This design comes from an exercise in tuning for small area and a short achievable clock period on the open sky130 flow, not from production work.
Only simulation tests tie the RTL to the original design; equivalence was not proved.
No activity file was given, so power comes from the tool's default toggle rates.

==> flow/design.v <==
package cpu_pkg;
    typedef logic [32-1:0] word_t;
    typedef logic [5-1:0] reg_addr_t;
    typedef logic [15:0] imm_t;
    typedef logic [6-1:0] dmem_index_t;
    typedef enum logic [3:0] {
        ALU_ADD,
        ALU_SUB,
        ALU_AND,
        ALU_OR,
        ALU_XOR,
        ALU_SLT,
        ALU_SLL,
        ALU_SRL,
        ALU_LUI
    } alu_op_e;
endpackage
module control_unit
(
    input  cpu_pkg::word_t     inst,
    output cpu_pkg::alu_op_e   alu_op,
    output logic      a_from_rt,
    output logic      b_from_imm,
    output cpu_pkg::word_t     imm_word,
    output cpu_pkg::reg_addr_t rf_waddr,
    output logic      rf_wen,
    output logic      wb_from_mem,
    output logic      dm_wen,
    output logic      syscall,
    output logic      ovf_check
);
    logic [5:0] opcode;
    logic [5:0] funct;
    logic [4:0] shamt;
    cpu_pkg::reg_addr_t  rt;
    cpu_pkg::reg_addr_t  rd;
    cpu_pkg::imm_t       imm;
    logic       dest_is_rd;
    logic       writes_reg;
    assign opcode = inst[31:26];
    assign rt     = inst[20:16];
    assign rd     = inst[15:11];
    assign shamt  = inst[10:6];
    assign funct  = inst[5:0];
    assign imm    = inst[15:0];
    always_comb begin
        alu_op      = cpu_pkg::ALU_ADD;
        a_from_rt   = 1'b0;
        b_from_imm  = 1'b0;
        imm_word    = {{(32-16){1'b0}}, imm};
        dest_is_rd  = 1'b0;
        writes_reg  = 1'b0;
        wb_from_mem = 1'b0;
        dm_wen      = 1'b0;
        syscall     = 1'b0;
        ovf_check   = 1'b0;
        case (opcode)
            6'h00: begin
                dest_is_rd = 1'b1;
                writes_reg = 1'b1;
                case (funct)
                    6'h20: begin
                        alu_op    = cpu_pkg::ALU_ADD;
                        ovf_check = 1'b1;
                    end
                    6'h22: begin
                        alu_op    = cpu_pkg::ALU_SUB;
                        ovf_check = 1'b1;
                    end
                    6'h24: alu_op = cpu_pkg::ALU_AND;
                    6'h25:  alu_op = cpu_pkg::ALU_OR;
                    6'h26: alu_op = cpu_pkg::ALU_XOR;
                    6'h2a: alu_op = cpu_pkg::ALU_SLT;
                    6'h00, 6'h02: begin
                        alu_op     = (funct == 6'h00) ? cpu_pkg::ALU_SLL : cpu_pkg::ALU_SRL;
                        a_from_rt  = 1'b1;
                        b_from_imm = 1'b1;
                        imm_word   = {{(32-5){1'b0}}, shamt};
                    end
                    6'h0c: begin
                        writes_reg = 1'b0;
                        syscall    = 1'b1;
                    end
                    default: writes_reg = 1'b0;
                endcase
            end
            6'h08: begin
                b_from_imm = 1'b1;
                writes_reg = 1'b1;
                ovf_check  = 1'b1;
                imm_word   = {{(32-16){imm[15]}}, imm};
            end
            6'h0c, 6'h0d: begin
                alu_op     = (opcode == 6'h0c) ? cpu_pkg::ALU_AND : cpu_pkg::ALU_OR;
                b_from_imm = 1'b1;
                writes_reg = 1'b1;
            end
            6'h0f: begin
                alu_op     = cpu_pkg::ALU_LUI;
                b_from_imm = 1'b1;
                writes_reg = 1'b1;
            end
            6'h23, 6'h2b: begin
                b_from_imm  = 1'b1;
                imm_word    = {{(32-16){imm[15]}}, imm};
                writes_reg  = (opcode == 6'h23);
                wb_from_mem = (opcode == 6'h23);
                dm_wen      = (opcode == 6'h2b);
            end
            default: ;
        endcase
    end
    assign rf_waddr = dest_is_rd ? rd : rt;
    assign rf_wen   = writes_reg && (rf_waddr != '0);
endmodule
module register_file
(
    input  logic      clk,
    input  logic      rst,
    input  cpu_pkg::reg_addr_t raddr0,
    input  cpu_pkg::reg_addr_t raddr1,
    output cpu_pkg::word_t     rdata0,
    output cpu_pkg::word_t     rdata1,
    input  logic      wen,
    input  cpu_pkg::reg_addr_t waddr,
    input  cpu_pkg::word_t     wdata
);
    cpu_pkg::word_t regs [1:32-1];
    always_ff @(posedge clk or posedge rst) begin
        if (rst) begin
            for (int i = 1; i < 32; i++) begin
                regs[i] <= '0;
            end
        end else if (wen && (waddr != '0)) begin
            regs[waddr] <= wdata;
        end
    end
    assign rdata0 = (raddr0 == '0) ? '0 : regs[raddr0];
    assign rdata1 = (raddr1 == '0) ? '0 : regs[raddr1];
endmodule
module forward_unit
(
    input  cpu_pkg::reg_addr_t rs,
    input  cpu_pkg::reg_addr_t rt,
    input  cpu_pkg::word_t     rs_value,
    input  cpu_pkg::word_t     rt_value,
    input  logic      mem_wen,
    input  logic      wb_wen,
    input  logic      buf_wen,
    input  cpu_pkg::reg_addr_t mem_waddr,
    input  cpu_pkg::reg_addr_t wb_waddr,
    input  cpu_pkg::reg_addr_t buf_waddr,
    input  cpu_pkg::word_t     mem_data,
    input  cpu_pkg::word_t     wb_data,
    input  cpu_pkg::word_t     buf_data,
    output cpu_pkg::word_t     a_value,
    output cpu_pkg::word_t     b_value
);
    function automatic [32-1:0] bypass(input [5-1:0] src,
                                                 input [32-1:0] rf_value);
        if (mem_wen && (mem_waddr == src)) begin
            bypass = mem_data;
        end else if (wb_wen && (wb_waddr == src)) begin
            bypass = wb_data;
        end else if (buf_wen && (buf_waddr == src)) begin
            bypass = buf_data;
        end else begin
            bypass = rf_value;
        end
    endfunction
    always_comb begin
        a_value = bypass(rs, rs_value);
        b_value = bypass(rt, rt_value);
    end
endmodule
module alu
(
    input  cpu_pkg::word_t   a,
    input  cpu_pkg::word_t   b,
    input  cpu_pkg::alu_op_e op,
    input  logic    ovf_check,
    output cpu_pkg::word_t   result,
    output logic    overflow
);
    cpu_pkg::word_t sum;
    cpu_pkg::word_t diff;
    logic  add_ovf;
    logic  sub_ovf;
    assign sum  = a + b;
    assign diff = a - b;
    assign add_ovf = (a[32-1] == b[32-1])
                   && (sum[32-1] != a[32-1]);
    assign sub_ovf = (a[32-1] != b[32-1])
                   && (diff[32-1] != a[32-1]);
    always_comb begin
        case (op)
            cpu_pkg::ALU_ADD: result = sum;
            cpu_pkg::ALU_SUB: result = diff;
            cpu_pkg::ALU_AND: result = a & b;
            cpu_pkg::ALU_OR:  result = a | b;
            cpu_pkg::ALU_XOR: result = a ^ b;
            cpu_pkg::ALU_SLT: result = {{(32-1){1'b0}}, ($signed(a) < $signed(b))};
            cpu_pkg::ALU_SLL: result = a << b[4:0];
            cpu_pkg::ALU_SRL: result = a >> b[4:0];
            cpu_pkg::ALU_LUI: result = {b[15:0], 16'b0};
            default: result = sum;
        endcase
    end
    assign overflow = ovf_check
                    && (((op == cpu_pkg::ALU_ADD) && add_ovf) || ((op == cpu_pkg::ALU_SUB) && sub_ovf));
endmodule
module data_memory
(
    input  logic        clk,
    input  logic        wen,
    input  cpu_pkg::dmem_index_t index,
    input  cpu_pkg::word_t       wdata,
    output cpu_pkg::word_t       rdata
);
    cpu_pkg::word_t mem [0:64-1];
    always_ff @(posedge clk) begin
        if (wen) begin
            mem[index] <= wdata;
        end
    end
    assign rdata = mem[index];
endmodule
module cpu_core
(
    input  logic      clk,
    input  logic      rst,
    output cpu_pkg::word_t     imem_addr,
    input  cpu_pkg::word_t     imem_data,
    output logic      wb_en,
    output cpu_pkg::reg_addr_t wb_addr,
    output cpu_pkg::word_t     wb_data,
    output logic      overflow,
    output logic      syscall
);
    cpu_pkg::word_t     pc;
    cpu_pkg::word_t     id_inst;
    cpu_pkg::word_t     id_rs_value, id_rt_value, id_imm_word;
    cpu_pkg::alu_op_e   id_alu_op;
    cpu_pkg::reg_addr_t id_waddr;
    logic      id_a_from_rt, id_b_from_imm, id_wen, id_wb_from_mem;
    logic      id_dm_wen, id_syscall, id_ovf_check;
    cpu_pkg::reg_addr_t ex_rs, ex_rt, ex_waddr;
    cpu_pkg::word_t     ex_rs_value, ex_rt_value, ex_imm_word;
    cpu_pkg::alu_op_e   ex_alu_op;
    logic      ex_a_from_rt, ex_b_from_imm, ex_wen, ex_wb_from_mem;
    logic      ex_dm_wen, ex_syscall, ex_ovf_check;
    cpu_pkg::word_t     ex_a_value, ex_b_value, alu_a, alu_b, alu_result;
    cpu_pkg::word_t     mem_alu_result, mem_store_data, mem_rdata;
    cpu_pkg::reg_addr_t mem_waddr;
    logic      mem_wen, mem_wb_from_mem, mem_dm_wen, mem_syscall;
    cpu_pkg::word_t     wb_alu_result, wb_mem_rdata, buf_data;
    logic      wb_from_mem, buf_wen;
    cpu_pkg::reg_addr_t buf_waddr;
    always_ff @(posedge clk or posedge rst) begin
        if (rst) begin
            pc      <= '0;
            id_inst <= '0;
        end else begin
            pc      <= pc + 'd4;
            id_inst <= imem_data;
        end
    end
    assign imem_addr = pc;
    control_unit i_control_unit (
        .inst        (id_inst),
        .alu_op      (id_alu_op),
        .a_from_rt   (id_a_from_rt),
        .b_from_imm  (id_b_from_imm),
        .imm_word    (id_imm_word),
        .rf_waddr    (id_waddr),
        .rf_wen      (id_wen),
        .wb_from_mem (id_wb_from_mem),
        .dm_wen      (id_dm_wen),
        .syscall     (id_syscall),
        .ovf_check   (id_ovf_check)
    );
    register_file i_register_file (
        .clk    (clk),
        .rst    (rst),
        .raddr0 (id_inst[25:21]),
        .raddr1 (id_inst[20:16]),
        .rdata0 (id_rs_value),
        .rdata1 (id_rt_value),
        .wen    (wb_en),
        .waddr  (wb_addr),
        .wdata  (wb_data)
    );
    always_ff @(posedge clk or posedge rst) begin
        if (rst) begin
            ex_rs          <= '0;
            ex_rt          <= '0;
            ex_rs_value    <= '0;
            ex_rt_value    <= '0;
            ex_imm_word    <= '0;
            ex_alu_op      <= cpu_pkg::ALU_ADD;
            ex_a_from_rt   <= 1'b0;
            ex_b_from_imm  <= 1'b0;
            ex_waddr       <= '0;
            ex_wen         <= 1'b0;
            ex_wb_from_mem <= 1'b0;
            ex_dm_wen      <= 1'b0;
            ex_syscall     <= 1'b0;
            ex_ovf_check   <= 1'b0;
        end else begin
            ex_rs          <= id_inst[25:21];
            ex_rt          <= id_inst[20:16];
            ex_rs_value    <= id_rs_value;
            ex_rt_value    <= id_rt_value;
            ex_imm_word    <= id_imm_word;
            ex_alu_op      <= id_alu_op;
            ex_a_from_rt   <= id_a_from_rt;
            ex_b_from_imm  <= id_b_from_imm;
            ex_waddr       <= id_waddr;
            ex_wen         <= id_wen;
            ex_wb_from_mem <= id_wb_from_mem;
            ex_dm_wen      <= id_dm_wen;
            ex_syscall     <= id_syscall;
            ex_ovf_check   <= id_ovf_check;
        end
    end
    forward_unit i_forward_unit (
        .rs        (ex_rs),
        .rt        (ex_rt),
        .rs_value  (ex_rs_value),
        .rt_value  (ex_rt_value),
        .mem_wen   (mem_wen),
        .wb_wen    (wb_en),
        .buf_wen   (buf_wen),
        .mem_waddr (mem_waddr),
        .wb_waddr  (wb_addr),
        .buf_waddr (buf_waddr),
        .mem_data  (mem_alu_result),
        .wb_data   (wb_data),
        .buf_data  (buf_data),
        .a_value   (ex_a_value),
        .b_value   (ex_b_value)
    );
    assign alu_a = ex_a_from_rt ? ex_b_value : ex_a_value;
    assign alu_b = ex_b_from_imm ? ex_imm_word : ex_b_value;
    alu i_alu (
        .a         (alu_a),
        .b         (alu_b),
        .op        (ex_alu_op),
        .ovf_check (ex_ovf_check),
        .result    (alu_result),
        .overflow  (overflow)
    );
    always_ff @(posedge clk or posedge rst) begin
        if (rst) begin
            mem_alu_result  <= '0;
            mem_store_data  <= '0;
            mem_waddr       <= '0;
            mem_wen         <= 1'b0;
            mem_wb_from_mem <= 1'b0;
            mem_dm_wen      <= 1'b0;
            mem_syscall     <= 1'b0;
        end else begin
            mem_alu_result  <= alu_result;
            mem_store_data  <= ex_b_value;
            mem_waddr       <= ex_waddr;
            mem_wen         <= ex_wen;
            mem_wb_from_mem <= ex_wb_from_mem;
            mem_dm_wen      <= ex_dm_wen;
            mem_syscall     <= ex_syscall;
        end
    end
    data_memory i_data_memory (
        .clk   (clk),
        .wen   (mem_dm_wen),
        .index (mem_alu_result[6+1:2]),
        .wdata (mem_store_data),
        .rdata (mem_rdata)
    );
    always_ff @(posedge clk or posedge rst) begin
        if (rst) begin
            wb_alu_result <= '0;
            wb_mem_rdata  <= '0;
            wb_addr       <= '0;
            wb_en         <= 1'b0;
            wb_from_mem   <= 1'b0;
            syscall       <= 1'b0;
        end else begin
            wb_alu_result <= mem_alu_result;
            wb_mem_rdata  <= mem_rdata;
            wb_addr       <= mem_waddr;
            wb_en         <= mem_wen;
            wb_from_mem   <= mem_wb_from_mem;
            syscall       <= mem_syscall;
        end
    end
    assign wb_data = wb_from_mem ? wb_mem_rdata : wb_alu_result;
    always_ff @(posedge clk or posedge rst) begin
        if (rst) begin
            buf_wen   <= 1'b0;
            buf_waddr <= '0;
            buf_data  <= '0;
        end else begin
            buf_wen   <= wb_en;
            buf_waddr <= wb_addr;
            buf_data  <= wb_data;
        end
    end
endmodule
==> flow/run.sh <==
#!/bin/bash
# synth_recipe.tcl (not shown) runs the flow's synth.tcl, then flattens the netlist and writes it again
# the make line also repeats each setting of config.mk as NAME=value (left out here)
make -C /OpenROAD-flow-scripts/flow DESIGN_CONFIG=/design/flow/config.mk WORK_HOME=/design/flow/orfs CLKGATE_MAP_FILE= SYNTH_SCRIPT=/design/flow/synth_recipe.tcl finish
==> flow/config.mk <==
export PLATFORM = sky130hd
export DESIGN_NAME = cpu_core
export DESIGN_NICKNAME = cpu_core
export VERILOG_FILES = /design/flow/design.v
export SDC_FILE = /design/flow/constraint.sdc
export NUM_CORES = 4
export LEC_CHECK = 0
export CAP_MARGIN = 20
export CORE_MARGIN = 2
export CORE_UTILIZATION = 25
export PLACE_DENSITY = 0.45
export SETUP_SLACK_MARGIN = 0.3
export SLEW_MARGIN = 20
==> flow/constraint.sdc <==
create_clock -name core_clock -period 10.0 [get_ports {clk}]
set_input_delay 2.0000 -clock core_clock [delete_from_list [all_inputs] [get_ports {clk}]]
set_output_delay 2.0000 -clock core_clock [all_outputs]
set_load 0.01 [all_outputs]
==> metrics.md <==
| Metric | Value |
|---|---|
| Outcome | `finished clean` |
| CTS tree | `yes` |
| Number of remaining DRC errors | `0` |
| Io pins | `106` |
| DRT iter0 DRCs | `14.5k` |
| Fin. Hold Viols | `0` |
| Total power | `36.7 mW` |
| Commonest cells in the netlist | `2048 x edfxtp_1, 1344 x dfrtp_1, 1148 x a22oi_1` |
| F_max | `105 MHz` |
| Max-cap viol count | `0` |
| Max_slew headroom | `14.5%` |
| Pin count of the biggest net entering global routing | `142` |
| Vias per inst | `5.62` |
| Grt ovf | `0` |
| Detail Route Antenna Nets | `0` |
| Top post-synthesis cells by area | `edfxtp_1 43%, dfrtp_1 24%, a22oi_1 6.1%` |
| Most frequent cell after synthesis | `edfxtp_1` |
| Synth Register Bits | `3392` |
| Mapped cell area | `142000 um^2` |
| Crit path time final | `9.55 ns` |
| Main combinational cell family by area after synthesis | `compound AO/OA/AOI/OAI gates` |
| Area leader, netlist | `edfxtp_1` |
| Initial antenna violation count | `54` |
| Crit. End Element | `output port` |
| Synth Instances | `11.2k` |
| Initial Util | `25.1%` |
| Yosys warnings | `7` |
| Worst-Margin Slew | `1.28 ns` |
| Area growth, synth to finish | `17.2%` |
| Routed wire length | `655 mm` |
| Filler cells | `57.5k` |
| Maximum vdd drop | `0.175 mV` |
| GPL Wtd Cong | `0.940` |
| Clock slew at reported path FFs | `0.06 ns` |
| Area taken by multi-input logic gates | `44000 um^2` |
| Clock latency on the worst-skew pair | `1.05 ns` |
| Synth Area in Adders | `0.895%` |
| Die Width | `756 um` |
| Fin crit share | `95.5%` |
| H-Tree Depth | `5` |
| Post-synthesis average cell area | `12.6 um^2` |
| HP Class | `register to register` |
| Die Y | `756 um` |
| GR Util All Layers | `22.1%` |
| Pins Over Slew Limit | `0` |
| Routed WL per cell | `34.4 um` |
| Data arrival time of the critical path | `7.55 ns` |
| Setup Viol. Count Final | `0` |
| Setup CP Type | `register to output port` |
| Clk buf depth | `4` |
| Compound-gate portion of the synthesized area | `19.7%` |
| Final Skew | `0.0900 ns` |
| Critical Path Start Type | `register` |
| HPWL Detailed | `392 mm` |
| Synth top area share | `43.5%` |
| Register area | `95200 um^2` |
| NumNets Final | `11.3k` |
| Hold_ws | `0.349 ns` |
| Via count | `107k` |
| CTS root buffer | `clkbuf_16` |
| RSZ-0062 raised after global routing | `false` |
| Pwr dens | `222 nW/um^2` |
| Finished Core Util | `29.4%` |
| Area share of and/or/nand/nor cells after synthesis | `7.54%` |
| FFs w/ async S/R, synth | `39.6%` |
| Placed insts | `18.3k` |
| Mux cell area share after synthesis | `1.16%` |
| Seq/Total Area, Yosys | `67.2%` |
| Final Non-Filler Cells | `19.1k` |
| Top FF cell, synth | `edfxtp_1` |
| Row count | `276` |
| EDFF count, synth | `2048` |
| Leakage power | `58.6 nW` |
| Share of layout cells above drive strength 1 | `11.6%` |
| Req. time, crit path | `8.00 ns` |
| First-pass GRT wire length | `892 mm` |
| Vias in the first global route | `101k` |
| Synth unique cells | `96` |
| Core area | `564000 um^2` |
| XOR/XNOR share of the synthesized area | `0.452%` |
| CTS buffer count | `363` |
| TritonRoute pass-1 iters | `10` |
| Number of port buffers | `103` |
| Setup TNS | `0 ns` |
| Clock sink count | `3392` |
| Die area | `572000 um^2` |
| Critical-path maximum fanout | `8` |
==> final cells by class <==
class	count	area share, %
tap	7506	5.66
clock buffer	474	5.97
multi-input combinational	6742	26.5
timing repair buffer	564	2.95
inverter	137	0.315
sequential	3392	57.4
clock inverter	185	1.10
antenna	55	0.0830
==> worst paths after layout <==
check	slack [ns]	start	cells after the start	to
max in group asynchronous	6.40	rst	5	i_register_file.regs[17][31]
hold / removal	0.35	ex_wb_from_mem	0	mem_wb_from_mem
min in group asynchronous	1.61	rst	3	i_register_file.regs[30][4]
hold reg to reg	0.35	ex_wb_from_mem	0	mem_wb_from_mem
setup / recovery	0.45	ex_rt[2]	22	overflow
setup reg to reg	2.57	wb_from_mem	22	mem_alu_result[24]
==> worst max-delay path: stages, from the launching register on <==
cell and delay [ns]:
dfrtp_1 0.42, xor2_1 0.29, or4_4 0.69, o21ai_0 0.29
a311oi_1 0.15, a21o_1 0.24, mux2i_4 0.26, inv_1 0.07
ha_1 0.40, or3_1 0.45, or4b_1 0.53, nor2_2 0.23
o311ai_1 0.18, buf_4 0.19, a41oi_2 0.29, a31oi_1 0.18
o21bai_2 0.20, a21o_1 0.20, a21boi_1 0.11, o21ba_2 0.22
o211ai_1 0.17, o21a_1 0.24, clkdlybuf4s50_1 0.57
==> routing by layer <==
metal,vias to the layer above,routed length [um],global-route usage (%)
met1,55487,275000,29.9
met3,1688,56800,4.92
met5,-,176,0
met2,5949,286000,33.4
met4,22,37100,10.7
li1,43849,-,-
==> sequential cells by signal (all words and copies together) (netlist names), 4 cells and up <==
signal                flops
buf_data                 32
buf_waddr                 5
ex_alu_op                 4
ex_imm_word              17
ex_rs                     5
ex_rs_value              32
ex_rt                     5
ex_rt_value              32
ex_waddr                  5
i_data_memory.mem      2048
i_register_file.regs    992
id_inst                  32
mem_alu_result           32
mem_store_data           32
mem_waddr                 5
pc                       30
wb_addr                   5
wb_alu_result            32
wb_mem_rdata             32
==> cells in the final DEF, fill, tap and decap left out, types with 138 or more instances in the layout <==
cell	instances
nand4_1	259
dfrtp_1	1308
a221oi_1	374
nand3_1	181
a21oi_1	866
a22o_1	358
edfxtp_1	2048
a22oi_1	1148
a31oi_1	138
buf_4	425
clkbuf_16	368
nand2_1	676
o21ai_0	609
nor3_1	166
nor2_4	139
nor2_1	695
==> kinds of logic after synthesis <==
group,Yosys count
compound gates,4040
buf+inv,1099
xor+xnor,73
other cells,1
fa+ha+maj,100
simple gates,2365
flops,3392
mux,161
==> where the power goes <==
group / switching (mW) / total, mW / internal, mW
Clock: 5.96 / 13.6 / 7.69
Sequential: 0.687 / 16.4 / 15.7
Combinational: 5.04 / 6.73 / 1.69
Total: 11.7 / 36.7 / 25.0
==> repair_timing <==
| item | in CTS | in global routing |
|---|---|---|
| endpoints found under the setup margin | 1 | 1 |
| buffers inserted | 3 | 6 |
| hold buffers | 0 | 0 |
| gates cloned | 0 | 1 |
| pin swaps | 2 | 5 |
| gates resized for setup | 7 | 9 |
==> stage by stage <==
stage               instance area, um^2  worst slack [ns]
global route                     166000             0.298
detailed placement               154000              1.02
floorplan                        142000            -10.59
CTS                              166000             0.331
global placement                 154000             0.967
finish                           166000             0.453

==> re-timing with driven ports <==
The results above use ideal ports. As a check the final layout listed here was re-extracted and re-timed, cells and wires unchanged.
Step 1 sets driving cells, clkbuf_16 on the clock port and buf_2 on the other inputs (assumed; they add their load-dependent delay and slew).
Step 2 moves the port delays by t, midway between the first and last clock arrival at a register: inputs arrive t later, outputs are due t later. That takes back most of the time a late clock gives input paths.
a / b / c = ideal ports / drivers / drivers and shift; a / b = the first two.
shift t [ns]: 1.126
slack for setup (ns): 0.453 / 0.332 / 1.458
slew at the worst register clock pin (ns): 0.07 / 0.07
worst slew at a driven data input, ns: 0.18
After both steps this run still meets setup and hold. For this run, drivers alone change the setup slack by -0.121 ns; drivers and shift together by +1.005 ns.
